Context: an optimization exercise on an open-source flow, tuned for small area. The choices shown serve that exercise and are no tape-out recipe.
RTL that was checked went through simulation tests only; none was proved equivalent to the original.
Function not checked in runs 6 and 7: the RTL went through the layout flow alone.
No activity file was given, so power comes from the tool's default toggle rates.

==> design.v <==
`timescale 1ns/1ps
`default_nettype none
package tankPkg;
	localparam int coordW    = 10;
	localparam int cmpW      = 11;     
	localparam int wallCount = 3;
	localparam int rectW     = 4 * coordW;     
	localparam int pointW    = 2 * coordW;     
	localparam logic [coordW-1:0] tankSize      = 10'd16;
	localparam logic [coordW-1:0] tankStep      = 10'd1;
	localparam logic [coordW-1:0] missileWidth  = 10'd8;
	localparam logic [coordW-1:0] missileHeight = 10'd16;
	localparam logic [coordW-1:0] missileStep   = 10'd2;
	localparam logic [coordW-1:0] baseX    = 10'd120;
	localparam logic [coordW-1:0] baseY    = 10'd240;
	localparam logic [coordW-1:0] baseSize = 10'd16;
	localparam logic [7:0] keyUp    = 8'h1d;
	localparam logic [7:0] keyDown  = 8'h1b;
	localparam logic [7:0] keyLeft  = 8'h1c;
	localparam logic [7:0] keyRight = 8'h23;
	localparam logic [1:0] dirUp    = 2'b00;
	localparam logic [1:0] dirLeft  = 2'b01;
	localparam logic [1:0] dirDown  = 2'b10;
	localparam logic [1:0] dirRight = 2'b11;
	localparam logic [1:0] hitNone  = 2'd0;
	localparam logic [1:0] hitWall  = 2'd1;
	localparam logic [1:0] hitEnemy = 2'd2;
	localparam logic [1:0] hitBase  = 2'd3;
	localparam logic [rectW-1:0] baseRect = {baseX, baseY, baseSize, baseSize};
endpackage
import tankPkg::*;
module tankRipple
#(
	parameter int W = 11
)
(
	input  logic [W-1:0] a,
	input  logic [W-1:0] b,
	input  logic         cin,
	output logic [W-1:0] sum
);
	logic [W:0] carry;
	assign carry[0] = cin;
	for (genvar i = 0; i < W; i++)
	begin : bitLoop
		assign sum[i]     = a[i] ^ b[i] ^ carry[i];
		assign carry[i+1] = (a[i] & b[i]) | (carry[i] & (a[i] ^ b[i]));
	end
endmodule
module tankSplitDiff
(
	input  logic [coordW-1:0] lo,
	input  logic [coordW-1:0] v,
	input  logic [coordW-1:0] size,
	output logic [4:0]        dLow,
	output logic              dNeg,       
	output logic              dZero,      
	output logic [4:0]        eLow,
	output logic              eNeg,       
	output logic              eZero,      
	output logic              eMinus,     
	output logic              eBig        
);
	logic [5:0] dLowC;      
	logic [5:0] dHigh0;     
	logic [5:0] eLowC;      
	logic [6:0] eHigh0;     
	logic       dBorrow;
	logic       eCarry;
	tankRipple #(.W(6)) u_dLow
	(
		.a   ({1'b0, lo[4:0]}),
		.b   ({1'b1, ~v[4:0]}),
		.cin (1'b1),
		.sum (dLowC)
	);
	tankRipple #(.W(6)) u_dHigh
	(
		.a   ({1'b0, lo[9:5]}),
		.b   ({1'b1, ~v[9:5]}),
		.cin (1'b1),
		.sum (dHigh0)
	);
	tankRipple #(.W(6)) u_eLow
	(
		.a   ({1'b0, dLowC[4:0]}),
		.b   ({1'b0, size[4:0]}),
		.cin (1'b0),
		.sum (eLowC)
	);
	tankRipple #(.W(7)) u_eHigh
	(
		.a   ({dHigh0[5], dHigh0}),
		.b   ({2'b00, size[9:5]}),
		.cin (1'b0),
		.sum (eHigh0)
	);
	assign dLow    = dLowC[4:0];
	assign eLow    = eLowC[4:0];
	assign dBorrow = dLowC[5];
	assign eCarry  = eLowC[5];
	assign dNeg  = dHigh0[5] || (dBorrow && (dHigh0 == 6'd0));
	assign dZero = dBorrow ? (dHigh0 == 6'd1) : (dHigh0 == 6'd0);
	always_comb
	begin
		case ({eCarry, dBorrow})
			2'b01:     
			begin
				eNeg   = eHigh0[6] || (eHigh0 == 7'd0);
				eZero  = (eHigh0 == 7'd1);
				eMinus = (eHigh0 == 7'd0);
				eBig   = !eHigh0[6] && (eHigh0 != 7'd0) && (eHigh0 != 7'd1);
			end
			2'b10:     
			begin
				eNeg   = eHigh0[6] && (eHigh0 != 7'h7f);
				eZero  = (eHigh0 == 7'h7f);
				eMinus = (eHigh0 == 7'h7e);
				eBig   = !eHigh0[6];
			end
			default:
			begin
				eNeg   = eHigh0[6];
				eZero  = (eHigh0 == 7'd0);
				eMinus = (eHigh0 == 7'h7f);
				eBig   = !eHigh0[6] && (eHigh0 != 7'd0);
			end
		endcase
	end
endmodule
`default_nettype wire
`timescale 1ns/1ps
`default_nettype none
import tankPkg::*;
module tankSpan
(
	input  logic [coordW-1:0] t,
	input  logic [coordW-1:0] lo,
	input  logic [coordW-1:0] size,
	output logic              overlap,
	output logic              nearHi,
	output logic              nearLo
);
	logic [cmpW-1:0] g;     
	logic [cmpW:0]   f;     
	tankRipple #(.W(cmpW)) u_g
	(
		.a   ({1'b0, lo}),
		.b   ({1'b1, ~t}),
		.cin (1'b1),
		.sum (g)
	);
	tankRipple #(.W(cmpW + 1)) u_f
	(
		.a   ({g[cmpW-1], g}),
		.b   ({2'b00, size}),
		.cin (1'b0),
		.sum (f)
	);
	assign overlap = !f[cmpW] && (|f[cmpW-1:0]) && (g[cmpW-1] || !(|g[cmpW-2:4]));
	assign nearHi  = &f;
	assign nearLo  = (g == 11'd17);
endmodule
module tankSpanSq
(
	input  logic [coordW-1:0] t,
	input  logic [coordW-1:0] lo,
	output logic              overlap,
	output logic              nearHi,
	output logic              nearLo
);
	logic [cmpW-1:0] g;     
	logic            hiZero;
	logic            hiOnes;
	tankRipple #(.W(cmpW)) u_g
	(
		.a   ({1'b0, lo}),
		.b   ({1'b1, ~t}),
		.cin (1'b1),
		.sum (g)
	);
	assign hiZero = !(|g[cmpW-1:5]);
	assign hiOnes = &g[cmpW-1:5];
	assign overlap = (hiZero && !g[4]) || (hiOnes && g[4] && (|g[3:0]));
	assign nearHi  = hiOnes && (g[4:0] == 5'b01111);
	assign nearLo  = hiZero && (g[4:0] == 5'b10001);
endmodule
module tankMoveCheck
(
	input  logic [7:0]                 keycode,
	input  logic [pointW-1:0]          tankPos,      
	input  logic [pointW-1:0]          enemyPos,
	input  logic [wallCount*rectW-1:0] walls,        
	output logic                       blocked
);
	localparam int obstCount = wallCount + 1;     
	logic [wallCount*rectW-1:0] obstacles;
	logic [obstCount-1:0]       hitEach;
	logic goUp;
	logic goDown;
	logic goLeft;
	logic goRight;
	assign goUp    = (keycode == keyUp);
	assign goDown  = (keycode == keyDown);
	assign goLeft  = (keycode == keyLeft);
	assign goRight = (keycode == keyRight);
	assign obstacles[wallCount*rectW-1:0]       = walls;
	for (genvar i = 0; i < wallCount; i++)
	begin : obstLoop
		logic xOverlap, xNearHi, xNearLo;
		logic yOverlap, yNearHi, yNearLo;
		tankSpan u_x
		(
			.t       (tankPos[pointW-1:coordW]),
			.lo      (obstacles[i*rectW + 3*coordW +: coordW]),
			.size    (obstacles[i*rectW + coordW +: coordW]),
			.overlap (xOverlap),
			.nearHi  (xNearHi),
			.nearLo  (xNearLo)
		);
		tankSpan u_y
		(
			.t       (tankPos[coordW-1:0]),
			.lo      (obstacles[i*rectW + 2*coordW +: coordW]),
			.size    (obstacles[i*rectW +: coordW]),
			.overlap (yOverlap),
			.nearHi  (yNearHi),
			.nearLo  (yNearLo)
		);
		assign hitEach[i] = (goUp    && yNearHi && xOverlap)
			|| (goDown  && yNearLo && xOverlap)
			|| (goLeft  && xNearHi && yOverlap)
			|| (goRight && xNearLo && yOverlap);
	end
	if (1)
	begin : enemyCheck
		logic xOverlap, xNearHi, xNearLo;
		logic yOverlap, yNearHi, yNearLo;
		tankSpanSq u_x
		(
			.t       (tankPos[pointW-1:coordW]),
			.lo      (enemyPos[pointW-1:coordW]),
			.overlap (xOverlap),
			.nearHi  (xNearHi),
			.nearLo  (xNearLo)
		);
		tankSpanSq u_y
		(
			.t       (tankPos[coordW-1:0]),
			.lo      (enemyPos[coordW-1:0]),
			.overlap (yOverlap),
			.nearHi  (yNearHi),
			.nearLo  (yNearLo)
		);
		assign hitEach[wallCount] = (goUp    && yNearHi && xOverlap)
			|| (goDown  && yNearLo && xOverlap)
			|| (goLeft  && xNearHi && yOverlap)
			|| (goRight && xNearLo && yOverlap);
	end
	assign blocked = |hitEach;
endmodule
`default_nettype wire
`timescale 1ns/1ps
`default_nettype none
import tankPkg::*;
module missileSpan
#(
	parameter int len = 8
)
(
	input  logic [coordW-1:0] m,
	input  logic [coordW-1:0] lo,
	input  logic [coordW-1:0] size,
	output logic              closed,
	output logic              hitDec,
	output logic              hitInc
);
	localparam logic [4:0] lenLo   = 5'(len);
	localparam logic [4:0] lenHi   = 5'(len + 2);
	localparam logic [4:0] lenStep = 5'(len + 1);
	logic [4:0] pLow, qLow;
	logic       pNeg, pZero;
	logic       qNeg, qZero, qMinus, qBig;
	tankSplitDiff u_diff
	(
		.lo     (lo),
		.v      (m),
		.size   (size),
		.dLow   (pLow),
		.dNeg   (pNeg),
		.dZero  (pZero),
		.eLow   (qLow),
		.eNeg   (qNeg),
		.eZero  (qZero),
		.eMinus (qMinus),
		.eBig   (qBig)
	);
	assign closed = !qNeg && (pNeg || (pZero && (pLow <= lenLo)));
	assign hitDec = (!qNeg || (qMinus && (&qLow[4:1]))) && pNeg;
	assign hitInc = (pNeg || (pZero && (pLow <= lenHi)))
		&& (qBig || (qZero && (qLow >= lenStep)));
endmodule
module missileSpanSq
#(
	parameter int len = 8
)
(
	input  logic [coordW-1:0] m,
	input  logic [coordW-1:0] lo,
	output logic              closed,
	output logic              hitDec,
	output logic              hitInc
);
	logic [cmpW-1:0]   p;     
	logic              pNear;     
	logic signed [5:0] v;         
	tankRipple #(.W(cmpW)) u_p
	(
		.a   ({1'b0, lo}),
		.b   ({1'b1, ~m}),
		.cin (1'b1),
		.sum (p)
	);
	assign pNear = !(|p[cmpW-1:5]) || (&p[cmpW-1:5]);
	assign v     = {p[cmpW-1], p[4:0]};
	assign closed = pNear && (v >= -6'sd16) && (v <= 6'(len));
	assign hitDec = pNear && (v >= -6'sd18) && (v <= -6'sd1);
	assign hitInc = pNear && (v >= 6'(len - 15)) && (v <= 6'(len + 2));
endmodule
module missileSpanFix
#(
	parameter int len  = 8,
	parameter int lo   = 0,
	parameter int size = 16
)
(
	input  logic [coordW-1:0] m,
	output logic              closed,
	output logic              hitDec,
	output logic              hitInc
);
	assign closed = (m >= 10'(lo - len)) && (m <= 10'(lo + size));
	assign hitDec = (m >= 10'(lo + 1)) && (m <= 10'(lo + size + 2));
	assign hitInc = (m >= 10'(lo - len - 2)) && (m <= 10'(lo + size - len - 1));
endmodule
module missileHitCheck
(
	input  logic [pointW-1:0]          missilePos,     
	input  logic [1:0]                 missileDir,
	input  logic [pointW-1:0]          enemyPos,
	input  logic [wallCount*rectW-1:0] walls,
	output logic [2:0]                 hits            
);
	localparam int enemyIdx    = wallCount;
	localparam int baseIdx     = wallCount + 1;
	localparam int targetCount = wallCount + 2;
	logic [targetCount*rectW-1:0] targets;
	logic [targetCount-1:0]       hitEach;
	logic xNotOne;     
	logic yNotOne;
	assign xNotOne = (missilePos[pointW-1:coordW] != 10'd1);
	assign yNotOne = (missilePos[coordW-1:0] != 10'd1);
	assign targets[wallCount*rectW-1:0]      = walls;
	assign targets[enemyIdx*rectW +: rectW]  = {enemyPos, tankSize, tankSize};
	assign targets[baseIdx*rectW +: rectW]   = baseRect;
	for (genvar i = 0; i < targetCount; i++)
	begin : targetLoop
		logic xClosed, xDec, xInc;
		logic yClosed, yDec, yInc;
		logic hit;
		if (i < wallCount)
		begin : wallSpan
			missileSpan #(.len(8)) u_x
			(
				.m      (missilePos[pointW-1:coordW]),
				.lo     (targets[i*rectW + 3*coordW +: coordW]),
				.size   (targets[i*rectW + coordW +: coordW]),
				.closed (xClosed),
				.hitDec (xDec),
				.hitInc (xInc)
			);
			missileSpan #(.len(16)) u_y
			(
				.m      (missilePos[coordW-1:0]),
				.lo     (targets[i*rectW + 2*coordW +: coordW]),
				.size   (targets[i*rectW +: coordW]),
				.closed (yClosed),
				.hitDec (yDec),
				.hitInc (yInc)
			);
		end
		else if (i == enemyIdx)
		begin : enemySpan
			missileSpanSq #(.len(8)) u_x
			(
				.m      (missilePos[pointW-1:coordW]),
				.lo     (enemyPos[pointW-1:coordW]),
				.closed (xClosed),
				.hitDec (xDec),
				.hitInc (xInc)
			);
			missileSpanSq #(.len(16)) u_y
			(
				.m      (missilePos[coordW-1:0]),
				.lo     (enemyPos[coordW-1:0]),
				.closed (yClosed),
				.hitDec (yDec),
				.hitInc (yInc)
			);
		end
		else
		begin : baseSpan
			missileSpanFix #(.len(8), .lo(baseX), .size(baseSize)) u_x
			(
				.m      (missilePos[pointW-1:coordW]),
				.closed (xClosed),
				.hitDec (xDec),
				.hitInc (xInc)
			);
			missileSpanFix #(.len(16), .lo(baseY), .size(baseSize)) u_y
			(
				.m      (missilePos[coordW-1:0]),
				.closed (yClosed),
				.hitDec (yDec),
				.hitInc (yInc)
			);
		end
		always_comb
		begin
			case (missileDir)
				dirUp:    hit = yDec && yNotOne && xClosed;
				dirDown:  hit = yInc && xClosed;
				dirLeft:  hit = xDec && xNotOne && yClosed;
				default:  hit = xInc && yClosed;
			endcase
		end
		assign hitEach[i] = hit;
	end
	assign hits[2] = |hitEach[wallCount-1:0];
	assign hits[1] = hitEach[enemyIdx];
	assign hits[0] = hitEach[baseIdx];
endmodule
`default_nettype wire
`timescale 1ns/1ps
`default_nettype none
import tankPkg::*;
module hitArbiter
(
	input  logic       Clk,
	input  logic       rstN,
	input  logic       blocked,
	input  logic [2:0] hits,       
	output logic [2:0] status      
);
	logic [1:0] nextKind;
	always_comb
	begin
		if (hits[0])
		begin
			nextKind = hitBase;
		end
		else if (hits[1])
		begin
			nextKind = hitEnemy;
		end
		else if (hits[2])
		begin
			nextKind = hitWall;
		end
		else
		begin
			nextKind = hitNone;
		end
	end
	always_ff @(posedge Clk)
	begin
		if (!rstN)
		begin
			status <= {1'b0, hitNone};
		end
		else
		begin
			status <= {blocked, nextKind};
		end
	end
endmodule
`default_nettype wire
`timescale 1ns/1ps
`default_nettype none
import tankPkg::*;
module collisionTop
(
	input  logic                       Clk,
	input  logic                       rstN,
	input  logic [7:0]                 keycode,
	input  logic [pointW-1:0]          tankPos,        
	input  logic [pointW-1:0]          enemyPos,       
	input  logic [wallCount*rectW-1:0] walls,          
	input  logic [pointW-1:0]          missilePos,     
	input  logic [1:0]                 missileDir,
	output logic [2:0]                 status          
);
	logic       blocked;     
	logic [2:0] hits;        
	tankMoveCheck u_moveCheck
	(
		.keycode  (keycode),
		.tankPos  (tankPos),
		.enemyPos (enemyPos),
		.walls    (walls),
		.blocked  (blocked)
	);
	missileHitCheck u_hitCheck
	(
		.missilePos (missilePos),
		.missileDir (missileDir),
		.enemyPos   (enemyPos),
		.walls      (walls),
		.hits       (hits)
	);
	hitArbiter u_arbiter
	(
		.Clk     (Clk),
		.rstN    (rstN),
		.blocked (blocked),
		.hits    (hits),
		.status  (status)
	);
endmodule
`default_nettype wire
==> flow/run.sh <==
#!/bin/bash
# The standard layout (the standard.sh, unchanged synthesis), except
# that the port buffers are plain buf_1 cells rather than delay buffers.
set -euo pipefail
export BUFFER_PORTS_ARGS="-buffer_cell sky130_fd_sc_hd__buf_1"
bash standard.sh > standard.log 2>&1
==> standard.sh <==
#!/bin/bash
# synth_recipe.tcl (not shown) runs the flow's synth.tcl, then flattens the netlist and writes it again
# the make line also repeats each setting of config.mk as NAME=value (left out here)
make -C /OpenROAD-flow-scripts/flow DESIGN_CONFIG=/design/flow/config.mk WORK_HOME=/design/flow/orfs CLKGATE_MAP_FILE= SYNTH_SCRIPT=/design/flow/synth_recipe.tcl "${@:-finish}"
==> config.mk <==
export PLATFORM = sky130hd
export DESIGN_NAME = collisionTop
export DESIGN_NICKNAME = collisionTop
export VERILOG_FILES = /design/flow/design.v
export SDC_FILE = /design/flow/constraint.sdc
export NUM_CORES = 4
export LEC_CHECK = 0
export CAP_MARGIN = 20
export CORE_MARGIN = 2
export CORE_UTILIZATION = 60
export CTS_BUF_LIST = sky130_fd_sc_hd__clkbuf_1
export GPL_TIMING_DRIVEN = 0
export SLEW_MARGIN = 20
==> constraint.sdc <==
create_clock -name core_clock -period 7.0 [get_ports {Clk}]
set_input_delay 1.4000 -clock core_clock [delete_from_list [all_inputs] [get_ports {Clk}]]
set_output_delay 1.4000 -clock core_clock [all_outputs]
set_load 0.01 [all_outputs]
==> impl_metrics.ini, run 1 <==
[power]
swShare_pct = 55.68
peakVddDrop_mv = 0.08464
p_clk_share_pct = 1.4
p_leak_nw = 4.361
p_per_area_nw_per_um2 = 130.6
finalPower_mw = 1.366
p_int_mw = 0.6053
seq_power_share_pct = 1.3
p_sw_mw = 0.7605
power_frac_comb_pct = 97.2

[clocking]
clkTransAtPathRegs_ns = 0.09
cts_buffers = 3
root_buffer = clkbuf_1
cts_max_level = 1
clock_sinks = 3
postCtsHoldBufs = 0
cts_setup_buffers = 0
clk_path_buf_depth = 2
cts_tree = built

[die]
die-area_sq_um = 16580
ios = 195
core_area_sq_um = 15200
initial_utilization_pct = 61.45
die_x_microns = 128.8
fp.dieH_microns = 128.8
rows = 45

[logic_synthesis]
ys_ff_latch = 3
yosysUniqueCellTypes = 71
synth.most_common_cell = fa_1
synth_cells = 974
yosysSeqAreaShare_pct = 0.6429
synth_common_cells = fa_1 (240), inv_1 (216), ha_1 (67), nor2_1 (46), nand2_1 (38)
synth_area_per_cell_sq_um = 9.591
synth-edff-count = 0
async_reset_ff_share_pct = 0
synth_warnings = 3
ys_top_cells_by_area = fa_1 (51%), ha_1 (9.0%), inv_1 (8.7%)
yosys.area.top_type = fa_1
ys.flop_type = dfxtp_1
synth_top_area_share_pct = 51.43
synth_nets = 1473
synthesis.area_sq_um = 9341

[cells_and_area]
drive_gt1_share_pct = 4.266
largest_register_ffs = 3
final_cells = 1362
final_area_sq_um = 10460
finalNetCount = 1672
largest_register = u_arbiter.status
final_util_pct = 68.80
area_growth_pct = 11.96
largestRegisters = u_arbiter.status x3

[worst_setup_path]
critPathKind = in2reg
cp.arrival_ns = 7.02
critPathCaptureType = flop
critPathLaunchType = input port
cp_max_fo = 4
cp_data_required_time_ns = 7.15

[grt]
grt_max_degree = 10
first_global_vias = 8311
antenna_found_initial = 1
gr-total-overflow = 0
grt_pass1_wl_mm = 42.27
grt_usage_pct = 33.53

[min_path]
hold_class = in2reg
holdPathStages = 2
min_to = u_arbiter.status[2]$_SDFF_PN0_
min_from = rstN

[placed_design]
io_buffers = 194
dp.cells = 1356
dpl_cell_area_sq_um = 10300
dpl.hpwl_mm = 24.43
gp_congestion = 0.9864

[sta]
drv_slew = 0
tns_ns = 0
min_period_ns = 6.869
fin_crit_sh_pct = 98.13
hold_viol = 0
worst_slew_pin_slew_ns = 0.9158
timing.slew.headroom_pct = 38.48
clock.fmax_mhz = 145.6
finalSetupViolations = 0

[routing]
drt_iter0_drc = 501
vias = 8142
finalWirelength_mm = 26.86
drcViolationCount = 0
drtAntennaViolNets = 0
firstDrtPassIters = 5
post_drt_wl_per_cell_microns = 19.72
via_per_inst = 5.978

[outcome]
outcome = complete, no violations

[flow_run]
drv_cap = 0
layout by cell type (no fill, tap or decap), types with 4 or more instances in the layout:
cell type and count:
nor4_1 27, mux2i_1 5, a21boi_0 4, fa_1 231, a211oi_1 9, nand3_1 21, or4b_2 8, nand2b_1 7
or4_1 4, or3_1 8, nor3b_1 8, o211ai_1 6, nor4b_1 7, a21oi_1 32, o31ai_1 6, nor3_1 33
and4_1 5, nor2_1 46, clkbuf_1 5, o22ai_1 4, nor4b_2 4, a31oi_1 23, o21ai_0 24, nand3b_1 8
nand4_1 18, fa_2 9, nand4b_1 9, buf_1 192, a22oi_1 5, inv_1 215, nand2_1 38, ha_1 67
layer usage:
metal | vias to the layer above | wire [microns] | global-route usage, %
met1 | 3989 | 11200 | 45.45
met3 | 52 | 2067 | 5.239
met5 | - | 0 | 0
li1 | 3741 | - | -
met2 | 360 | 12690 | 55.99
met4 | 0 | 904 | 10.87
power groups by stage:
stage                     logic [mW]  clock network, mW  registers (mW)
after floorplan                0.913                  0          0.0192
after global placement          1.24                  0          0.0186
after detailed placement        1.26                  0          0.0186
after CTS                       1.28             0.0191          0.0182
after global routing            1.50             0.0205          0.0183
final                           1.33             0.0198          0.0182
logic make-up (layout without fill, tap and decap cells):
kind of cell	after synthesis	count (layout)	share of synthesized area, %
adders and majority gates	309	309	60.62
DFF	3	3	0.6429
muxes	5	5	0.5358
xor gates and xnor gates	1	1	0.09378
other	0	2	0
and+or+nand+nor	278	278	17.77
AOI/OAI and AO/OA	161	161	11.61
buffers and inverters	217	415	8.720
how the worst max path moves through the flow:
stage               cells past startpoint         from                        endpoint
floorplan                              20    walls[70]  u_arbiter.status[2]$_SDFF_PN0_
global placement                       20  tankPos[10]  u_arbiter.status[2]$_SDFF_PN0_
detailed placement                     20  tankPos[10]  u_arbiter.status[2]$_SDFF_PN0_
CTS                                    22  tankPos[10]  u_arbiter.status[2]$_SDFF_PN0_
global route                           20  tankPos[10]  u_arbiter.status[2]$_SDFF_PN0_
finish                                 20   tankPos[0]  u_arbiter.status[2]$_SDFF_PN0_
stage by stage:
stage	hold WS [ns]	setup WS, ns
after detailed placement	1.668	-0.5359
final	1.396	0.1307
after global routing	1.389	-0.01080
after floorplan	1.523	0.2775
after CTS	1.404	0.02221
after global placement	1.655	-0.5176
worst max-delay path, cell delays in order:
cell and delay [ns]:
buf_2 0.14, ha_1 0.20, inv_1 0.07, fa_2 0.48, fa_1 0.43, fa_1 0.40, fa_1 0.39, fa_1 0.39
fa_1 0.40, fa_2 0.35, fa_1 0.39, fa_1 0.39, fa_1 0.38, inv_1 0.10, ha_1 0.13, nor3b_2 0.14
a31oi_1 0.12, o21ai_1 0.16, o22ai_2 0.13, o41a_1 0.42
cell type report:
type / instances / area [sq um]
tap: 188 / 235.2
buffer: 1 / 3.754
inverter: 216 / 810.8
multi-input combinational: 754 / 8598
clock buffer: 4 / 15.01
antenna: 2 / 5.005
timing repair buffer: 194 / 730.7
sequential: 3 / 60.06
fill: 1299 / 4743
what timing repair did:
action / 4_1_cts / 5_1_grt
gates resized for setup: 8 / 27
endpoints found under the setup margin: 1 / 1
pin swaps: 0 / 5
==> inputs of run 2 (changes only) <==
--- a/config.mk
+++ b/config.mk
@@ -8,6 +8,6 @@
 export CAP_MARGIN = 20
 export CORE_MARGIN = 2
 export CORE_UTILIZATION = 60
-export CTS_BUF_LIST = sky130_fd_sc_hd__clkbuf_1
+export CTS_BUF_LIST = sky130_fd_sc_hd__clkbuf_2
 export GPL_TIMING_DRIVEN = 0
 export SLEW_MARGIN = 20
==> impl_metrics.ini, run 2 <==
[worst_setup_path]
cp.arrival_ns = 6.97
cp_data_required_time_ns = 7.10
critPathCaptureType = flop
cp_max_fo = 4
critPathLaunchType = input port
critPathKind = in2reg

[cells_and_area]
multi_input_area_sq_um = 8635
final_cells = 1363
mostFrequentLayoutCell = fa_1
finalNetCount = 1673
largest_register = u_arbiter.status
regArea_sq_um = 60.06
drive_gt1_share_pct = 5.456
most-common-layout-cells = fa_1 (224), inv_1 (215), buf_1 (192)
largest_register_ffs = 3
largestRegisters = u_arbiter.status x3
final.fill_count = 1290
area_growth_pct = 12.48

[logic_synthesis]
yosysUniqueCellTypes = 71
yosys.area.top_type = fa_1
synth-edff-count = 0
ys.flop_type = dfxtp_1
synth_top_family_by_area = adder cells
synth-simple-area-share_pct = 17.77
ys_ff_latch = 3
synth-compound-area-share_pct = 11.61
synth.most_common_cell = fa_1
synth_top_area_share_pct = 51.43
synth_nets = 1473
synth_fa_ha_area_share_pct = 60.62
synth_warnings = 3
synthMuxAreaShare_pct = 0.5358
synth_xor_area_share_pct = 0.09376
async_reset_ff_share_pct = 0
synth_common_cells = fa_1 (240), inv_1 (216), ha_1 (67), nor2_1 (46), nand2_1 (38)
synth_cells = 974
synth_area_per_cell_sq_um = 9.591
ys_top_cells_by_area = fa_1 (51%), ha_1 (9.0%), inv_1 (8.7%)
yosysSeqAreaShare_pct = 0.6429
synthesis.area_sq_um = 9341

[routing]
firstDrtPassIters = 7
drcViolationCount = 0
vias = 8185
via_per_inst = 6.005
finalWirelength_mm = 26.95
drt_iter0_drc = 560
drtAntennaViolNets = 0
post_drt_wl_per_cell_microns = 19.77

[power]
finalPower_mw = 1.385
p_leak_nw = 4.378
p_per_area_nw_per_um2 = 131.8
peakVddDrop_mv = 0.08454

[grt]
first_global_vias = 8319
gr-total-overflow = 0
grt_usage_pct = 33.55
grt_pass1_wl_mm = 42.29
grt_max_degree = 10
antenna_found_initial = 1

[min_path]
min_to = u_arbiter.status[2]$_SDFF_PN0_
holdPathStages = 2
hold_class = in2reg
min_from = rstN

[placed_design]
gp_congestion = 0.9864
dpl.hpwl_mm = 24.43
dp.cells = 1356
io_buffers = 194

[sta]
fin_crit_sh_pct = 98.20
finalSetupViolations = 0
worst_slew_pin_slew_ns = 0.8997
min_period_ns = 6.874
holdWs_ns = 1.448
drv_slew = 0
timing.slew.headroom_pct = 39.56
hold_viol = 0
clock.fmax_mhz = 145.5

[die]
die-area_sq_um = 16580
ios = 195
fp.dieH_microns = 128.8
initial_utilization_pct = 61.45
rows = 45
core_area_sq_um = 15200
die_x_microns = 128.8

[outcome]
outcome = complete, no violations

[clocking]
postCtsHoldBufs = 0
cts_max_level = 1
cts_tree = built
root_buffer = clkbuf_2
cts_buffers = 3
clk_path_buf_depth = 2
clkTransAtPathRegs_ns = 0.05
clock_sinks = 3

[flow_run]
drv_cap = 0
-- run 2: cell counts after synthesis --
No cell type changed its count.
-- run 2: worst max path at each step --
| stage | depth (start not counted) | startpoint | endpoint |
|---|---|---|---|
| detailed placement | 20 | tankPos[10] | u_arbiter.status[2]$_SDFF_PN0_ |
| global placement | 20 | tankPos[10] | u_arbiter.status[2]$_SDFF_PN0_ |
| global route | 20 | tankPos[0] | u_arbiter.status[2]$_SDFF_PN0_ |
| floorplan | 20 | walls[70] | u_arbiter.status[2]$_SDFF_PN0_ |
| finish | 20 | tankPos[10] | u_arbiter.status[2]$_SDFF_PN0_ |
| CTS | 20 | tankPos[0] | u_arbiter.status[2]$_SDFF_PN0_ |
-- run 2: area by class of cell --
type,count,area share [%]
multi-input cells,754,82.17
inverters,216,7.716
repair buffers,195,7.025
well taps,188,2.239
flip-flops and latches,3,0.5716
clock buffers,4,0.1905
diodes,2,0.04763
plain buffers,1,0.03572
-- run 2: cells by family (layout without fill, tap and decap cells) --
kind of cell	Yosys count	in the layout
compound gates	161	161
xor+xnor	1	1
fa+ha+maj	309	309
buf+inv	217	416
flops	3	3
mux	5	5
other cells	0	2
simple gates	278	278
-- run 2: layer usage --
| metal | up-vias | GRT usage [%] | part of all wire, % |
|---|---|---|---|
| met1 | 4003 | 45.45 | 41 |
| met5 | - | 0 | 0 |
| li1 | 3748 | - | - |
| met3 | 54 | 5.239 | 8.3 |
| met4 | 0 | 10.87 | 3.4 |
| met2 | 380 | 56.05 | 47 |
-- run 2: timing repair --
| action | CTS | global route |
|---|---|---|
| endpoints found under the setup margin | 1 | 1 |
| setup buffers | 0 | 1 |
| pin swaps | 3 | 10 |
| resized for setup | 12 | 34 |
-- run 2: power breakdown --
part           switching [mW]  total, mW  internal [mW]
Sequential           0.000183     0.0183         0.0181
Clock                  0.0101     0.0251         0.0151
Combinational           0.756       1.34          0.586
-- run 2: critical path, cell delays in order --
cell	delay (ns)
buf_2	0.16
ha_1	0.17
inv_1	0.05
fa_1	0.38
fa_1	0.41
fa_2	0.36
fa_2	0.37
fa_1	0.39
fa_1	0.38
fa_1	0.39
fa_1	0.51
inv_1	0.06
fa_1	0.38
inv_1	0.07
fa_1	0.45
nand4_1	0.11
nor3_1	0.06
a22oi_1	0.31
o22ai_2	0.15
o41a_1	0.42
-- run 2: metrics by stage --
step           instance area (sq um)  utilization [%]   TNS, ns  setup WS, ns
3_3_place_gp                   10300            67.79   -0.5176       -0.5176
4_1_cts                        10360            68.14         0      0.003036
5_1_grt                        10510            69.10  -0.03102      -0.03102
6_report                       10510            69.12         0        0.1258
2_1_floorplan                   9341                -         0        0.2775
3_5_place_dp                   10300            67.79   -0.5359       -0.5359
==> inputs of run 3 (changes only) <==
--- a/design.v
+++ b/design.v
@@ -47,6 +47,25 @@
 		assign carry[i+1] = (a[i] & b[i]) | (carry[i] & (a[i] ^ b[i]));
 	end
 endmodule
+module tankRippleC
+#(
+	parameter int W = 5
+)
+(
+	input  logic [W-1:0] a,
+	input  logic [W-1:0] b,
+	output logic [W-1:0] sum,
+	output logic         cout
+);
+	logic [W:0] carry;
+	assign carry[0] = 1'b0;
+	for (genvar i = 0; i < W; i++)
+	begin : bitLoop
+		assign sum[i]     = a[i] ^ b[i] ^ carry[i];
+		assign carry[i+1] = (a[i] & b[i]) | (carry[i] & (a[i] ^ b[i]));
+	end
+	assign cout = carry[W];
+endmodule
 module tankSplitDiff
 (
 	input  logic [coordW-1:0] lo,
@@ -141,25 +160,26 @@
 	output logic              nearHi,
 	output logic              nearLo
 );
-	logic [cmpW-1:0] g;     
-	logic [cmpW:0]   f;     
-	tankRipple #(.W(cmpW)) u_g
-	(
-		.a   ({1'b0, lo}),
-		.b   ({1'b1, ~t}),
-		.cin (1'b1),
-		.sum (g)
-	);
-	tankRipple #(.W(cmpW + 1)) u_f
-	(
-		.a   ({g[cmpW-1], g}),
-		.b   ({2'b00, size}),
-		.cin (1'b0),
-		.sum (f)
-	);
-	assign overlap = !f[cmpW] && (|f[cmpW-1:0]) && (g[cmpW-1] || !(|g[cmpW-2:4]));
-	assign nearHi  = &f;
-	assign nearLo  = (g == 11'd17);
+	logic [cmpW-1:0] gBiased;     
+	logic [cmpW:0]   fBiased;     
+	tankRippleC #(.W(coordW)) u_g
+	(
+		.a    (lo),
+		.b    (~t),
+		.sum  (gBiased[coordW-1:0]),
+		.cout (gBiased[coordW])
+	);
+	tankRippleC #(.W(cmpW)) u_f
+	(
+		.a    (gBiased),
+		.b    ({1'b0, size}),
+		.sum  (fBiased[cmpW-1:0]),
+		.cout (fBiased[cmpW])
+	);
+	assign overlap = (fBiased[cmpW] || fBiased[cmpW-1])
+		&& (!gBiased[coordW] || (!(|gBiased[coordW-1:4]) && (gBiased[3:0] != 4'hf)));
+	assign nearHi  = (fBiased == 12'd1022);
+	assign nearLo  = (gBiased == 11'd1040);
 endmodule
 module tankSpanSq
 (
==> impl_metrics.ini, run 3 <==
[outcome]
outcome = complete, no violations

[cells_and_area]
area_growth_pct = 12.04
largest_register = u_arbiter.status
final.fill_count = 1253
drive_gt1_share_pct = 5.142
largestRegisters = u_arbiter.status x3
largest_register_ffs = 3
finalNetCount = 1619
mostFrequentLayoutCell = fa_1
final_area_sq_um = 10290
antenna_cells = 0
final_util_pct = 68.22
most-common-layout-cells = fa_1 (218), buf_1 (192), inv_1 (188)

[power]
peakVddDrop_mv = 0.08554
finalPower_mw = 1.292
p_leak_nw = 4.243
p_per_area_nw_per_um2 = 125.5

[worst_setup_path]
cp_max_fo = 3
critPathKind = in2reg
critPathCaptureType = flop
critPathLaunchType = input port
cp_data_required_time_ns = 7.14
cp.arrival_ns = 7.05

[logic_synthesis]
synth_warnings = 3
yosysUniqueCellTypes = 76
yosys.area.top_type = fa_1
yosysSeqAreaShare_pct = 0.6537
synth_top_area_share_pct = 52.29
synthesis.area_sq_um = 9188
synth_common_cells = fa_1 (240), inv_1 (190), ha_1 (58), nand2_1 (41), nor2_1 (40)
synth_cells = 929
ys.flop_type = dfxtp_1
synth_area_per_cell_sq_um = 9.890
ys_top_cells_by_area = fa_1 (52%), ha_1 (7.9%), inv_1 (7.8%)
synth-edff-count = 0
async_reset_ff_share_pct = 0
ys_ff_latch = 3
synth.most_common_cell = fa_1
synth_nets = 1419

[grt]
antenna_found_initial = 1
gr-total-overflow = 0
grt_usage_pct = 33.10
first_global_vias = 8070
grt_pass1_wl_mm = 41.54
grt_max_degree = 11

[sta]
hold_viol = 0
timing.slew.headroom_pct = 34.75
worst_slew_pin_slew_ns = 0.9704
min_period_ns = 6.917
drv_slew = 0
clock.fmax_mhz = 144.6
fin_crit_sh_pct = 98.81
finalWorstSetupSlack_ns = 0.08325
finalSetupViolations = 0

[die]
fp.dieH_microns = 127.7
die-area_sq_um = 16320
ios = 195
rows = 45
initial_utilization_pct = 60.89
core_area_sq_um = 15090
die_x_microns = 127.7

[clocking]
root_buffer = clkbuf_2
clk_path_buf_depth = 2
cts_max_level = 1
clock_sinks = 3
cts_tree = built
clkTransAtPathRegs_ns = 0.05
postCtsHoldBufs = 0
cts_buffers = 3

[routing]
drtAntennaViolNets = 0
drt_iter0_drc = 513
firstDrtPassIters = 5
drcViolationCount = 0
post_drt_wl_per_cell_microns = 19.72
vias = 7917
finalWirelength_mm = 25.95
via_per_inst = 6.016

[placed_design]
io_buffers = 192
dpl_cell_area_sq_um = 10140
dpl.hpwl_mm = 23.47
gp_congestion = 0.9555
dpl_worst_slack_ns = -0.5045

[min_path]
min_to = u_arbiter.status[1]$_SDFF_PN0_
min_from = rstN
holdPathStages = 2
hold_class = in2reg

[flow_run]
drv_cap = 0
[run 3: changes by cell type in the layout (fill, tap and decap cells not counted), sizes merged, moves of 5 or more]
cell / delta
nor3: -6
a31oi: -7
nor2: -6
ha: -9
inv: -26
o21ai: -5
a41oi: +6
or4b: -6
a21oi: -14
nand2b: +6
a22oi: -5
[run 3: kinds of logic after synthesis]
group	count (synthesis)	share of synthesized area (%)
AOI/OAI and AO/OA	154	12.05
buffers and inverters	196	8.117
and+or+nand+nor	269	18.00
adders and majority gates	301	60.52
muxes	6	0.6537
DFF	3	0.6537
[run 3: cell type report]
class	count	area [sq um]	area share, %
well taps	188	235.2	2.285
repair buffers	195	744.5	7.232
plain buffers	6	32.53	0.3160
multi-input cells	730	8488	82.46
inverters	190	713.2	6.928
clock buffers	4	20.02	0.1945
flip-flops and latches	3	60.06	0.5834
[run 3: stage by stage]
stage / hold slack (ns) / instances / setup TNS, ns
floorplan: 1.518 / 929 / 0
global placement: 1.705 / 1309 / -0.4475
detailed placement: 1.708 / 1309 / -0.5045
CTS: 1.471 / 1316 / 0
global route: 1.490 / 1316 / -0.0005951
finish: 1.487 / 1316 / 0
[run 3: repair_timing]
item / in CTS / in global routing
endpoints found under the setup margin: 1 / 1
pin swaps: 9 / 8
gates resized for setup: 13 / 21
buffers inserted: 3 / 0
cloned: 0 / 0
[run 3: routing by layer]
layer,vias up,GRT usage (%),share of wire [%]
met5,-,0,0.050
met4,2,6.852,2.2
met3,38,3.255,7.4
met2,376,56.97,49
met1,3875,46.32,41
li1,3626,-,-
[run 3: how the worst max path moves through the flow]
stage,from,to,slack [ns]
after global placement,tankPos[10],u_arbiter.status[2]$_SDFF_PN0_,-0.45
after floorplan,tankPos[10],u_arbiter.status[2]$_SDFF_PN0_,0.37
after CTS,tankPos[10],u_arbiter.status[2]$_SDFF_PN0_,0.006
final,tankPos[10],u_arbiter.status[2]$_SDFF_PN0_,0.08
after global routing,tankPos[10],u_arbiter.status[2]$_SDFF_PN0_,-0.0006
after detailed placement,tankPos[10],u_arbiter.status[2]$_SDFF_PN0_,-0.50
[run 3: report_power, final]
group / total, mW / internal, mW / switching (mW) / leakage, nW
Clock: 0.0247 / 0.0151 / 0.00959 / 0.0166
Combinational: 1.25 / 0.547 / 0.702 / 4.20
Sequential: 0.0183 / 0.0181 / 0.000215 / 0.0244
Total: 1.29 / 0.580 / 0.712 / 4.24
[run 3: worst max-delay path, stage by stage]
cell and delay [ns]:
buf_2 0.13, inv_2 0.10, ha_1 0.17, fa_2 0.47
fa_1 0.42, fa_1 0.39, fa_1 0.38, fa_1 0.39
fa_1 0.39, fa_1 0.39, fa_1 0.39, fa_2 0.36
fa_2 0.36, or4bb_1 0.54, nor4_4 0.30, o22ai_2 0.15
o2111ai_1 0.13, o31a_1 0.20
==> inputs of run 4 (changes only) <==
--- a/config.mk
+++ b/config.mk
@@ -7,7 +7,8 @@
 export LEC_CHECK = 0
 export CAP_MARGIN = 20
 export CORE_MARGIN = 2
-export CORE_UTILIZATION = 60
+export CORE_UTILIZATION = 55
 export CTS_BUF_LIST = sky130_fd_sc_hd__clkbuf_2
 export GPL_TIMING_DRIVEN = 0
+export SETUP_SLACK_MARGIN = 0.05
 export SLEW_MARGIN = 20
==> impl_metrics.ini, run 4 <==
[grt]
gr-total-overflow = 0
antenna_found_initial = 0
grt_usage_pct = 31.11
grt_max_degree = 11
grt_pass1_wl_mm = 42.63
first_global_vias = 8118

[die]
rows = 47
ios = 195
initial_utilization_pct = 55.80
die-area_sq_um = 17750
die_x_microns = 133.2
core_area_sq_um = 16470
fp.dieH_microns = 133.2

[sta]
worst_slew_pin_slew_ns = 0.9540
holdWs_ns = 1.453
hold_viol = 0
finalWorstSetupSlack_ns = 0.1997
drv_slew = 0
fin_crit_sh_pct = 97.15
finalSetupViolations = 0
min_period_ns = 6.800
clock.fmax_mhz = 147.1
tns_ns = 0
rsz0062_at_grt = false
timing.slew.headroom_pct = 35.91

[placed_design]
gp_congestion = 0.9447
dpl_cell_area_sq_um = 10180
dp.cells = 1341
io_buffers = 192
dpl_worst_slack_ns = -0.4921
dpl.hpwl_mm = 24.28

[logic_synthesis]
synth_nets = 1419
synth_warnings = 3
synth-edff-count = 0
yosysUniqueCellTypes = 76
synth_cells = 929
synth.most_common_cell = fa_1
synth_area_per_cell_sq_um = 9.890
ys_ff_latch = 3
synthesis.area_sq_um = 9188
synth_common_cells = fa_1 (240), inv_1 (190), ha_1 (58), nand2_1 (41), nor2_1 (40)
ys.flop_type = dfxtp_1
synth_top_area_share_pct = 52.29
ys_top_cells_by_area = fa_1 (52%), ha_1 (7.9%), inv_1 (7.8%)
async_reset_ff_share_pct = 0
yosys.area.top_type = fa_1
yosysSeqAreaShare_pct = 0.6537

[clocking]
clock_sinks = 3
cts_buffers = 3
cts_tree = built
cts_max_level = 1
clk_path_buf_depth = 2
clkTransAtPathRegs_ns = 0.05
root_buffer = clkbuf_2
postCtsHoldBufs = 0

[cells_and_area]
drive_gt1_share_pct = 4.525
area_growth_pct = 12.30
mostFrequentLayoutCell = fa_1
largestRegisters = u_arbiter.status x3
most-common-layout-cells = fa_1 (227), buf_1 (192), inv_1 (187)
largest_register = u_arbiter.status
finalNetCount = 1618
final_util_pct = 62.66
largest_register_ffs = 3
final_cells = 1347
antenna_cells = 0
final_area_sq_um = 10320
final.fill_count = 1486

[worst_setup_path]
cpMostUsedCell = fa_1
slowest_delay_ns = 0.54
cp_data_required_time_ns = 7.15
critPathCaptureType = flop
critPathLaunchType = input port
critPathKind = in2reg
crit_start = tankPos[10]
cp_max_fo = 3
critical_path.cell_chain = buf_2, inv_4, ha_1, fa_2, fa_1, fa_1, fa_1, fa_1, fa_1, fa_1, fa_1, fa_1, fa_1, or4bb_1, nor4_2, o21ai_1, o2111ai_1, o31a_1
crit_path_top_delay_cell = or4bb_1
cp.arrival_ns = 6.95

[routing]
via_per_inst = 5.766
finalWirelength_mm = 26.38
firstDrtPassIters = 5
drcViolationCount = 0
vias = 7767
post_drt_wl_per_cell_microns = 19.58
drt_iter0_drc = 432
drtAntennaViolNets = 0

[outcome]
outcome = complete, no violations

[min_path]
hold_class = in2reg
min_to = u_arbiter.status[2]$_SDFF_PN0_
min_from = rstN
holdPathStages = 2

[power]
p_leak_nw = 4.234
finalPower_mw = 1.293
peakVddDrop_mv = 0.07309
p_per_area_nw_per_um2 = 125.4

[flow_run]
drv_cap = 0
==> run 4: cell counts after synthesis <==
No cell type changed its count.
==> run 4: worst max path at each step <==
| stage | to | slack (ns) | cells after the start |
|---|---|---|---|
| final | u_arbiter.status[2]$_SDFF_PN0_ | 0.20 | 18 |
| after global routing | u_arbiter.status[2]$_SDFF_PN0_ | 0.05 | 18 |
| after CTS | u_arbiter.status[2]$_SDFF_PN0_ | 0.08 | 18 |
| after detailed placement | u_arbiter.status[2]$_SDFF_PN0_ | -0.49 | 18 |
| after global placement | u_arbiter.status[2]$_SDFF_PN0_ | -0.50 | 18 |
| after floorplan | u_arbiter.status[2]$_SDFF_PN0_ | 0.37 | 17 |
==> run 4: routing by layer <==
layer,up-vias,global-route usage (%),wire length (microns)
met3,29,2.359,1622
li1,3628,-,-
met5,-,0,0
met1,3833,43.63,11280
met2,277,54.41,13020
met4,0,5.260,454
==> run 4: power by group <==
group / leakage (nW) / switching (mW) / internal (mW)
Clock: 0.0166 / 0.0116 / 0.0152
Combinational: 4.19 / 0.703 / 0.545
Sequential: 0.0244 / 0.000643 / 0.0181
Total: 4.23 / 0.715 / 0.578
==> run 4: cell families after synthesis <==
| family | after synthesis | share of synthesized area [%] |
|---|---|---|
| mux | 6 | 0.6537 |
| fa+ha+maj | 301 | 60.52 |
| flops | 3 | 0.6537 |
| simple gates | 269 | 18.00 |
| compound gates | 154 | 12.05 |
| buf+inv | 196 | 8.117 |
==> run 4: layout make-up <==
type                            instances  area, sq um  area share [%]
Clock buffer                            4        20.02          0.1940
Tap cell                              220        275.3           2.668
Timing Repair Buffer                  194        737.0           7.143
Buffer                                  6        32.53          0.3153
Inverter                              190        715.7           6.937
Sequential cell                         3        60.06          0.5821
Multi-Input combinational cell        730         8477           82.16
==> run 4: timing repair <==
action                                  CTS  global route
resized for setup                        18            12
buffers inserted                          2             0
pin swaps                                 7             3
endpoints found under the setup margin    1             1
==> run 4: worst max-delay path, delay by kind of cell <==
| family | cells | cell delay, ns |
|---|---|---|
| compound gates | 3 | 0.37 |
| fa+ha+maj | 11 | 4.28 |
| buf+inv | 2 | 0.18 |
| simple gates | 2 | 0.70 |
==> inputs of run 5 (changes only) <==
--- a/config.mk
+++ b/config.mk
@@ -8,7 +8,7 @@
 export CAP_MARGIN = 20
 export CORE_MARGIN = 2
 export CORE_UTILIZATION = 55
-export CTS_BUF_LIST = sky130_fd_sc_hd__clkbuf_2
+export CTS_BUF_LIST = sky130_fd_sc_hd__clkbuf_1
 export GPL_TIMING_DRIVEN = 0
 export SETUP_SLACK_MARGIN = 0.05
 export SLEW_MARGIN = 20
==> impl_metrics.ini, run 5 <==
[outcome]
outcome = complete, no violations

[clocking]
clock_sinks = 3
cts_buffers = 3
cts_max_level = 1
clk_path_buf_depth = 2
cts_tree = built
root_buffer = clkbuf_1
clkTransAtPathRegs_ns = 0.09
postCtsHoldBufs = 0

[die]
die-area_sq_um = 17750
core_area_sq_um = 16470
ios = 195
fp.dieH_microns = 133.2
rows = 47
die_x_microns = 133.2
initial_utilization_pct = 55.80

[grt]
grt_pass1_wl_mm = 42.64
gr-total-overflow = 0
first_global_vias = 8101
grt_usage_pct = 31.14
grt_max_degree = 11
antenna_found_initial = 0

[sta]
hold_viol = 0
finalWorstSetupSlack_ns = 0.1911
timing.slew.headroom_pct = 36.89
rsz0062_at_grt = false
worst_slew_pin_slew_ns = 0.9395
finalSetupViolations = 0
drv_slew = 0
clock.fmax_mhz = 146.9
fin_crit_sh_pct = 97.27
min_period_ns = 6.809

[routing]
post_drt_wl_per_cell_microns = 19.60
drcViolationCount = 0
firstDrtPassIters = 5
drt_iter0_drc = 446
drtAntennaViolNets = 0
vias = 7725
via_per_inst = 5.739
finalWirelength_mm = 26.38

[logic_synthesis]
synth_nets = 1419
synth_top_area_share_pct = 52.29
ys_top_cells_by_area = fa_1 (52%), ha_1 (7.9%), inv_1 (7.8%)
synth_cells = 929
yosysUniqueCellTypes = 76
synth_common_cells = fa_1 (240), inv_1 (190), ha_1 (58), nand2_1 (41), nor2_1 (40)
ys.flop_type = dfxtp_1
async_reset_ff_share_pct = 0
synth.most_common_cell = fa_1
synth-edff-count = 0
synth_area_per_cell_sq_um = 9.890
yosysSeqAreaShare_pct = 0.6537
ys_ff_latch = 3
yosys.area.top_type = fa_1
synthesis.area_sq_um = 9188
synth_warnings = 3

[worst_setup_path]
critPathKind = in2reg
crit_path_top_delay_cell = or4bb_4
cp_max_fo = 3
critical_path.cell_chain = buf_1, inv_2, ha_1, fa_2, fa_1, fa_1, fa_1, fa_1, fa_1, fa_2, fa_1, fa_1, fa_2, or4bb_4, nor4_4, o22ai_1, o2111ai_1, o31a_1
cp_data_required_time_ns = 7.19
slowest_delay_ns = 0.54
critPathTopFamily = adder cells
path_buf_inv = 2
cpMostUsedCell = fa_1
critPathLaunchType = input port
critPathCaptureType = flop
cp.arrival_ns = 7.00

[placed_design]
dpl.hpwl_mm = 24.28
dpl_worst_slack_ns = -0.4921
gp_congestion = 0.9447
io_buffers = 192

[cells_and_area]
finalNetCount = 1617
drive_gt1_share_pct = 3.819
largest_register = u_arbiter.status
most-common-layout-cells = fa_1 (226), buf_1 (193), inv_1 (187)
largestRegisters = u_arbiter.status x3
area_growth_pct = 11.98
antenna_cells = 0
largest_register_ffs = 3
mostFrequentLayoutCell = fa_1

[power]
finalPower_mw = 1.286
peakVddDrop_mv = 0.07312
p_per_area_nw_per_um2 = 124.9
p_leak_nw = 4.215

[flow_run]
drv_cap = 0

[min_path]
hold_class = in2reg
-- run 5: path summary, 6_finish.rpt --
path / from / to / slack (ns) / cells after the start
setup / recovery: tankPos[10] / u_arbiter.status[2]$_SDFF_PN0_ / 0.19 / 18
hold / removal: rstN / u_arbiter.status[2]$_SDFF_PN0_ / 1.41 / 2
-- run 5: final cells by class --
cell class                      count  area, sq um
Buffer                              6        32.53
Clock buffer                        4        15.01
Fill cell                        1488         6177
Inverter                          190        713.2
Multi-Input combinational cell    730         8464
Sequential cell                     3        60.06
Tap cell                          220        275.3
Timing Repair Buffer              193        728.2
-- run 5: repair_timing --
action                     CTS  global route
setup buffers                0             1
setup endpoints to repair    1             1
resized for setup           14            12
pin swaps                    5             4
-- run 5: stage by stage --
| step | instance area, sq um | hold WS, ns | util, % | TNS, ns | std cells |
|---|---|---|---|---|---|
| floorplan | 9188 | 1.518 | - | 0 | 929 |
| global placement | 10180 | 1.661 | 61.85 | -0.4950 | 1341 |
| detailed placement | 10180 | 1.677 | 61.85 | -0.4921 | 1341 |
| CTS | 10250 | 1.404 | 62.23 | 0 | 1345 |
| global route | 10290 | 1.394 | 62.48 | 0 | 1346 |
| finish | 10290 | 1.410 | 62.48 | 0 | 1346 |
-- run 5: cell families (layout without fill, tap and decap cells) --
family | Yosys count | after routing | synth area share (%)
buffers and inverters | 196 | 393 | 8.117
multiplexers | 6 | 6 | 0.6537
adder cells (fa/ha/maj) | 301 | 301 | 60.52
AO/OA/AOI/OAI | 154 | 154 | 12.05
flip-flops | 3 | 3 | 0.6537
AND/OR/NAND/NOR | 269 | 269 | 18.00
-- run 5: layer usage --
layer	track usage (%)	wire length, microns	vias up	share of wire (%)
met1	43.73	11380	3797	43
met2	54.30	12970	276	49
met5	0	0	-	0
li1	-	-	3623	-
met3	2.359	1551	29	5.9
met4	5.437	479	0	1.8
-- run 5: report_power, final --
part	internal [mW]	switching, mW
combinational	0.544	0.702
sequential	0.0181	0.000650
clock	0.00920	0.0117
total	0.571	0.714
==> inputs of run 6 (changes only) <==
--- a/design.v
+++ b/design.v
@@ -295,30 +295,28 @@
 	output logic              hitDec,
 	output logic              hitInc
 );
-	localparam logic [4:0] lenLo   = 5'(len);
-	localparam logic [4:0] lenHi   = 5'(len + 2);
-	localparam logic [4:0] lenStep = 5'(len + 1);
-	logic [4:0] pLow, qLow;
-	logic       pNeg, pZero;
-	logic       qNeg, qZero, qMinus, qBig;
-	tankSplitDiff u_diff
+	localparam logic [cmpW-1:0] pClosed = 11'(1023 + len);
+	localparam logic [cmpW-1:0] pInc    = 11'(1025 + len);
+	localparam logic [cmpW:0]   qInc    = 12'(1024 + len);
+	logic [cmpW-1:0] pBiased;     
+	logic [cmpW:0]   qBiased;     
+	tankRippleC #(.W(coordW)) u_p
 	(
-		.lo     (lo),
-		.v      (m),
-		.size   (size),
-		.dLow   (pLow),
-		.dNeg   (pNeg),
-		.dZero  (pZero),
-		.eLow   (qLow),
-		.eNeg   (qNeg),
-		.eZero  (qZero),
-		.eMinus (qMinus),
-		.eBig   (qBig)
+		.a    (lo),
+		.b    (~m),
+		.sum  (pBiased[coordW-1:0]),
+		.cout (pBiased[coordW])
 	);
-	assign closed = !qNeg && (pNeg || (pZero && (pLow <= lenLo)));
-	assign hitDec = (!qNeg || (qMinus && (&qLow[4:1]))) && pNeg;
-	assign hitInc = (pNeg || (pZero && (pLow <= lenHi)))
-		&& (qBig || (qZero && (qLow >= lenStep)));
+	tankRippleC #(.W(cmpW)) u_q
+	(
+		.a    (pBiased),
+		.b    ({1'b0, size}),
+		.sum  (qBiased[cmpW-1:0]),
+		.cout (qBiased[cmpW])
+	);
+	assign closed = (qBiased >= 12'd1023) && (pBiased <= pClosed);
+	assign hitDec = (qBiased >= 12'd1021) && (pBiased <= 11'd1022);
+	assign hitInc = (pBiased <= pInc) && (qBiased >= qInc);
 endmodule
 module missileSpanSq
 #(
==> flow/run.sh (replaced) <==
#!/bin/bash
# The standard layout (the standard.sh, unchanged synthesis), except
# that the port buffers are plain buf_2 cells rather than delay buffers.
set -euo pipefail
export BUFFER_PORTS_ARGS="-buffer_cell sky130_fd_sc_hd__buf_2"
bash standard.sh > standard.log 2>&1
--- a/config.mk
+++ b/config.mk
@@ -7,8 +7,7 @@
 export LEC_CHECK = 0
 export CAP_MARGIN = 20
 export CORE_MARGIN = 2
-export CORE_UTILIZATION = 55
-export CTS_BUF_LIST = sky130_fd_sc_hd__clkbuf_1
+export CORE_UTILIZATION = 60
+export CTS_BUF_LIST = sky130_fd_sc_hd__clkbuf_2
 export GPL_TIMING_DRIVEN = 0
-export SETUP_SLACK_MARGIN = 0.05
 export SLEW_MARGIN = 20
==> impl_metrics.ini, run 6 <==
[outcome]
outcome = failed layout checks
so_faults = setup timing

[sta]
worst_slew_pin_slew_ns = 0.8406
finalSetupViolations = 1
holdWs_ns = 1.469
fin_crit_sh_pct = 102.7
finalWorstSetupSlack_ns = -0.1856
rsz0062_at_grt = true
min_period_ns = 7.186
drv_slew = 0
timing.slew.headroom_pct = 43.76
tns_ns = -0.1856
hold_viol = 0
clock.fmax_mhz = 139.2

[cells_and_area]
largest_register_ffs = 3
final_area_sq_um = 9913
regArea_sq_um = 60.06
finalNetCount = 1450
multi_input_area_sq_um = 7925
area_growth_pct = 21.13
final_cells = 1141
largest_register = u_arbiter.status
most-common-layout-cells = fa_1 (203), buf_2 (188), inv_1 (124)
final_util_pct = 74.56
final.fill_count = 971
largestRegisters = u_arbiter.status x3
drive_gt1_share_pct = 31.19
antenna_cells = 0
mostFrequentLayoutCell = fa_1

[power]
peakVddDrop_mv = 0.1006
finalPower_mw = 1.303
p_per_area_nw_per_um2 = 131.4
p_leak_nw = 4.168

[grt]
first_global_vias = 7995
grt_usage_pct = 37.23
gr-total-overflow = 0
grt_max_degree = 11
antenna_found_initial = 0
grt_pass1_wl_mm = 40.65

[die]
initial_utilization_pct = 61.56
die-area_sq_um = 14590
rows = 42
die_x_microns = 120.8
fp.dieH_microns = 120.8
core_area_sq_um = 13300
ios = 195

[logic_synthesis]
synth_nets = 1231
synth_common_cells = fa_1 (252), inv_1 (130), ha_1 (40), nand4_1 (29)
yosys.area.top_type = fa_1
ys.flop_type = dfxtp_1
yosysUniqueCellTypes = 60
ys_top_cells_by_area = fa_1 (62%), ha_1 (6.1%), inv_1 (6.0%)
synth-edff-count = 0
synth_area_per_cell_sq_um = 10.96
async_reset_ff_share_pct = 0
synth.most_common_cell = fa_1
synth_top_family_by_area = adder cells
yosysSeqAreaShare_pct = 0.7338
synth_fa_ha_area_share_pct = 67.76
synth_warnings = 2
synthesis.area_sq_um = 8184
synthMuxAreaShare_pct = 0
ys_ff_latch = 3
synth-compound-area-share_pct = 9.112
synth_cells = 747
synth_top_area_share_pct = 61.64
synth_xor_area_share_pct = 0
synth-simple-area-share_pct = 16.30

[clocking]
root_buffer = clkbuf_2
postCtsHoldBufs = 0
cts_tree = built
clkTransAtPathRegs_ns = 0.05
clk_path_buf_depth = 2
cts_buffers = 3
cts_max_level = 1
clock_sinks = 3

[routing]
via_per_inst = 6.456
drcViolationCount = 0
drtAntennaViolNets = 0
drt_iter0_drc = 616
finalWirelength_mm = 26.31
firstDrtPassIters = 5
post_drt_wl_per_cell_microns = 23.06
vias = 7366

[worst_setup_path]
crit_path_top_delay_cell = fa_1
cp.arrival_ns = 7.31
cp.depth = 18
critPathCaptureType = flop
critical_path.cell_chain = buf_4, clkinvlp_4, fa_2, fa_2, fa_2, fa_2, fa_2, fa_2, fa_2, fa_2, fa_2, fa_1, nand4_1, o31ai_1, nand4_1, a221oi_4, a2111oi_4, o32ai_2
path_buf_inv = 2
cpMostUsedCell = fa_2
critPathKind = in2reg
critPathTopFamily = adder cells
critPathLaunchType = input port
slowest_delay_ns = 0.57
cp_data_required_time_ns = 7.13
cp_max_fo = 5

[placed_design]
gp_congestion = 1.047
dpl_worst_slack_ns = -0.9641
dpl_cell_area_sq_um = 9378
io_buffers = 193
dpl.hpwl_mm = 23.02
dp.cells = 1116

[min_path]
hold_class = in2reg
holdPathStages = 2
min_from = rstN
min_to = u_arbiter.status[2]$_SDFF_PN0_

[flow_run]
drv_cap = 0
-- run 6: cell types whose count changed after synthesis, sizes merged, moves of 11 or more --
cell and delta:
inv -59, nor2 -16, fa +12, nand4 +11, o21ai -15, nand2 -15
ha -18
-- run 6: cell type report --
type	count	area share (%)
Multi-Input combinational cell	611	79.94
Inverter	132	5.200
Clock buffer	4	0.2019
Buffer	1	0.03786
Timing Repair Buffer	214	11.79
Tap cell	176	2.221
Sequential cell	3	0.6058
-- run 6: worst max path at each step --
stage,end,slack (ns),from
4_1_cts,u_arbiter.status[0]$_SDFF_PN0_,-0.24,missilePos[10]
5_1_grt,u_arbiter.status[0]$_SDFF_PN0_,-0.29,missilePos[1]
3_5_place_dp,u_arbiter.status[0]$_SDFF_PN0_,-0.96,missilePos[10]
6_report,u_arbiter.status[0]$_SDFF_PN0_,-0.19,missilePos[1]
3_3_place_gp,u_arbiter.status[0]$_SDFF_PN0_,-0.86,missilePos[10]
2_1_floorplan,u_arbiter.status[0]$_SDFF_PN0_,0.002,missilePos[10]
-- run 6: metal layers --
layer	global-route usage, %	up-vias	wire length [microns]
met1	49.97	3759	10130
met4	12.14	0	959
li1	-	3062	-
met3	8.208	88	2664
met5	0	-	0
met2	60.95	457	12560
-- run 6: what timing repair did --
action	in CTS	in global routing
buffers inserted	12	9
resized for setup	51	54
endpoints found under the setup margin	2	2
pin swaps	24	34
-- run 6: power by group --
part | total [mW] | internal [mW] | switching [mW] | leakage (nW)
Combinational | 1.26 | 0.565 | 0.694 | 4.13
Sequential | 0.0186 | 0.0181 | 0.000463 | 0.0244
Clock | 0.0253 | 0.0151 | 0.0102 | 0.0166
Total | 1.30 | 0.598 | 0.704 | 4.17
-- run 6: cells by family (layout without fill, tap and decap cells) --
family / Yosys count / after routing
buffers and inverters: 133 / 351
adder cells (fa/ha/maj): 292 / 292
AND/OR/NAND/NOR: 219 / 219
AO/OA/AOI/OAI: 100 / 100
flip-flops: 3 / 3
==> inputs of run 7 (changes only) <==
==> flow/run.sh (replaced) <==
#!/bin/bash
# The standard layout (the standard.sh, unchanged synthesis), except
# that the port buffers are plain buf_1 cells rather than delay buffers.
set -euo pipefail
export BUFFER_PORTS_ARGS="-buffer_cell sky130_fd_sc_hd__buf_1"
bash standard.sh > standard.log 2>&1
--- a/config.mk
+++ b/config.mk
@@ -10,4 +10,5 @@
 export CORE_UTILIZATION = 60
 export CTS_BUF_LIST = sky130_fd_sc_hd__clkbuf_2
 export GPL_TIMING_DRIVEN = 0
+export SETUP_SLACK_MARGIN = 0.15
 export SLEW_MARGIN = 20
==> impl_metrics.ini, run 7 <==
[sta]
timing.slew.headroom_pct = 42.42
hold_viol = 0
tns_ns = -0.04858
min_period_ns = 7.049
finalWorstSetupSlack_ns = -0.04858
finalSetupViolations = 1
worst_slew_pin_slew_ns = 0.8597
fin_crit_sh_pct = 100.7
rsz0062_at_grt = true
clock.fmax_mhz = 141.9
drv_slew = 0

[power]
p_per_area_nw_per_um2 = 133.5
peakVddDrop_mv = 0.1304
p_leak_nw = 3.578

[logic_synthesis]
async_reset_ff_share_pct = 0
synth.most_common_cell = fa_1
synthesis.area_sq_um = 8184
yosysSeqAreaShare_pct = 0.7338
synth-edff-count = 0
yosysUniqueCellTypes = 60
ys_top_cells_by_area = fa_1 (62%), ha_1 (6.1%), inv_1 (6.0%)
synth_cells = 747
synth_nets = 1231
ys_ff_latch = 3
ys.flop_type = dfxtp_1
synth_area_per_cell_sq_um = 10.96
synth_common_cells = fa_1 (252), inv_1 (130), ha_1 (40), nand4_1 (29)
synth_top_area_share_pct = 61.64
yosys.area.top_type = fa_1
synth_warnings = 2

[worst_setup_path]
cp_data_required_time_ns = 7.13
critPathCaptureType = flop
cpMostUsedCell = fa_2
crit_path_top_delay_cell = fa_1
critPathKind = in2reg
cp.depth = 19
cp.arrival_ns = 7.18
path_buf_inv = 2
crit_path_end = u_arbiter.status[0]$_SDFF_PN0_
crit_start = missilePos[0]
slowest_delay_ns = 0.52
critPathLaunchType = input port
cp_max_fo = 5
critPathTopFamily = adder cells
critical_path.cell_chain = buf_4, inv_4, ha_1, fa_2, fa_1, fa_2, fa_2, fa_2, fa_2, fa_1, fa_2, fa_2, fa_1, nand4_1, o31ai_2, nand4_1, a221oi_4, a2111oi_4, o32ai_4

[die]
fp.dieH_microns = 120.8
die-area_sq_um = 14590
initial_utilization_pct = 61.56
die_x_microns = 120.8
rows = 42
core_area_sq_um = 13300
ios = 195

[min_path]
holdPathStages = 2
hold_class = in2reg

[cells_and_area]
antenna_cells = 0
multi_input_area_sq_um = 8099
mostFrequentLayoutCell = buf_1
area_growth_pct = 19.25
final_cells = 1134
final.fill_count = 995
largest_register = u_arbiter.status
regArea_sq_um = 60.06
drive_gt1_share_pct = 17.85
largest_register_ffs = 3
largestRegisters = u_arbiter.status x3
finalNetCount = 1443
most-common-layout-cells = buf_1 (187), fa_1 (145), inv_1 (122)

[grt]
grt_max_degree = 11
grt_pass1_wl_mm = 39.88
first_global_vias = 7913
grt_usage_pct = 36.56
gr-total-overflow = 0
antenna_found_initial = 0

[clocking]
root_buffer = clkbuf_2
cts_buffers = 3
clk_path_buf_depth = 2
clock_sinks = 3
cts_max_level = 1
cts_tree = built
clkTransAtPathRegs_ns = 0.05

[placed_design]
io_buffers = 193
dp.cells = 1116
dpl.hpwl_mm = 23.10
gp_congestion = 1.003

[flow_run]
drv_cap = 0

[routing]
post_drt_wl_per_cell_microns = 22.83
drtAntennaViolNets = 0
via_per_inst = 6.356
drt_iter0_drc = 638
finalWirelength_mm = 25.89
firstDrtPassIters = 5
vias = 7208
drcViolationCount = 0

[outcome]
so_faults = setup timing
outcome = failed layout checks
==> run 7: routing by layer <==
layer	global-route usage, %	vias to the layer above	wire length [microns]
li1	-	3049	-
met1	48.47	3646	9720
met2	61.37	442	12670
met3	7.500	71	2635
met4	10.97	0	868
met5	0	-	0
==> run 7: repair_timing <==
action,4_1_cts,5_1_grt
buffers inserted,7,7
pin swaps,32,49
resized for setup,71,70
hold buffers,0,0
setup endpoints to repair,2,2
==> run 7: worst min path at each step <==
stage | to | startpoint
floorplan | u_arbiter.status[2]$_SDFF_PN0_ | rstN
global placement | u_arbiter.status[2]$_SDFF_PN0_ | rstN
detailed placement | u_arbiter.status[2]$_SDFF_PN0_ | rstN
CTS | u_arbiter.status[2]$_SDFF_PN0_ | rstN
global route | u_arbiter.status[2]$_SDFF_PN0_ | rstN
finish | u_arbiter.status[2]$_SDFF_PN0_ | rstN
==> run 7: per-stage QoR <==
| stage | utilization (%) | total power [mW] | instance area (sq um) | hold slack, ns | worst slack, ns |
|---|---|---|---|---|---|
| after global routing | 73.40 | 1.453 | 9759 | 1.531 | -0.2218 |
| final | 73.40 | 1.303 | 9759 | 1.526 | -0.04858 |
| after CTS | 71.36 | 1.230 | 9488 | 1.495 | -0.08136 |
| after floorplan | - | 0.7956 | 8240 | 1.534 | 0.1569 |
| after global placement | 69.09 | 1.077 | 9185 | 1.729 | -0.8661 |
| after detailed placement | 69.09 | 1.143 | 9185 | 1.731 | -1.079 |
==> run 7: power by group <==
| group | internal (mW) | switching (mW) |
|---|---|---|
| registers | 0.0180 | 0.000261 |
| clock network | 0.0151 | 0.0118 |
| logic | 0.563 | 0.695 |
==> run 7: logic make-up (layout without fill, tap and decap cells) <==
kind of cell / count (synthesis) / in the layout / synth area share (%)
AO/OA/AOI/OAI: 100 / 100 / 9.112
adder cells (fa/ha/maj): 292 / 292 / 67.76
buffers and inverters: 133 / 344 / 6.100
flip-flops: 3 / 3 / 0.7339
AND/OR/NAND/NOR: 219 / 219 / 16.30
==> run 7: area by class of cell <==
type | instances | share of cell area (%)
multi-input cells | 611 | 82.99
repair buffers | 207 | 8.756
inverters | 132 | 5.141
well taps | 176 | 2.256
flip-flops and latches | 3 | 0.6154
clock buffers | 4 | 0.2051
plain buffers | 1 | 0.03846

re-timing with driven ports:
The results above use ideal ports. As a check the final layouts listed here were re-extracted and re-timed, cells and wires unchanged. Step 1 sets driving cells, clkbuf_16 on the clock port and buf_2 on the other inputs (assumed; they add their load-dependent delay and slew). Step 2, shift: input delay + t, output delay - t, t = (earliest + latest rising clock arrival at the registers) / 2. This alone moves slack from input paths to output paths. a / b / c = ideal ports / drivers / drivers and shift; a / b = the first two.
run | shift t [ns] | setup WS [ns] | worst setup path at the end | worst slew at a driven data input, ns | cell pins on the clock port's net
run 1 | 0.280 | 0.131 / 0.137 / -0.143 | input to register | 0.08 | 1
run 2 | 0.244 | 0.126 / 0.124 / -0.120 | input to register | 0.07 | 1
run 3 | 0.217 | 0.083 / 0.077 / -0.140 | input to register | 0.07 | 1
run 4 | 0.230 | 0.200 / 0.181 / -0.049 | input to register | 0.06 | 1
run 5 | 0.269 | 0.191 / 0.174 / -0.095 | input to register | 0.06 | 1
run 6 | 0.240 | -0.186 / -0.219 / -0.459 | input to register | 0.07 | 1
run 7 | 0.238 | -0.049 / -0.061 / -0.300 | input to register | 0.06 | 1
Met with ideal ports but missed after step 2: setup timing in 5 of these runs. For run 5, which loses most, drivers alone change the setup slack by -0.017 ns; drivers and shift together by -0.286 ns.
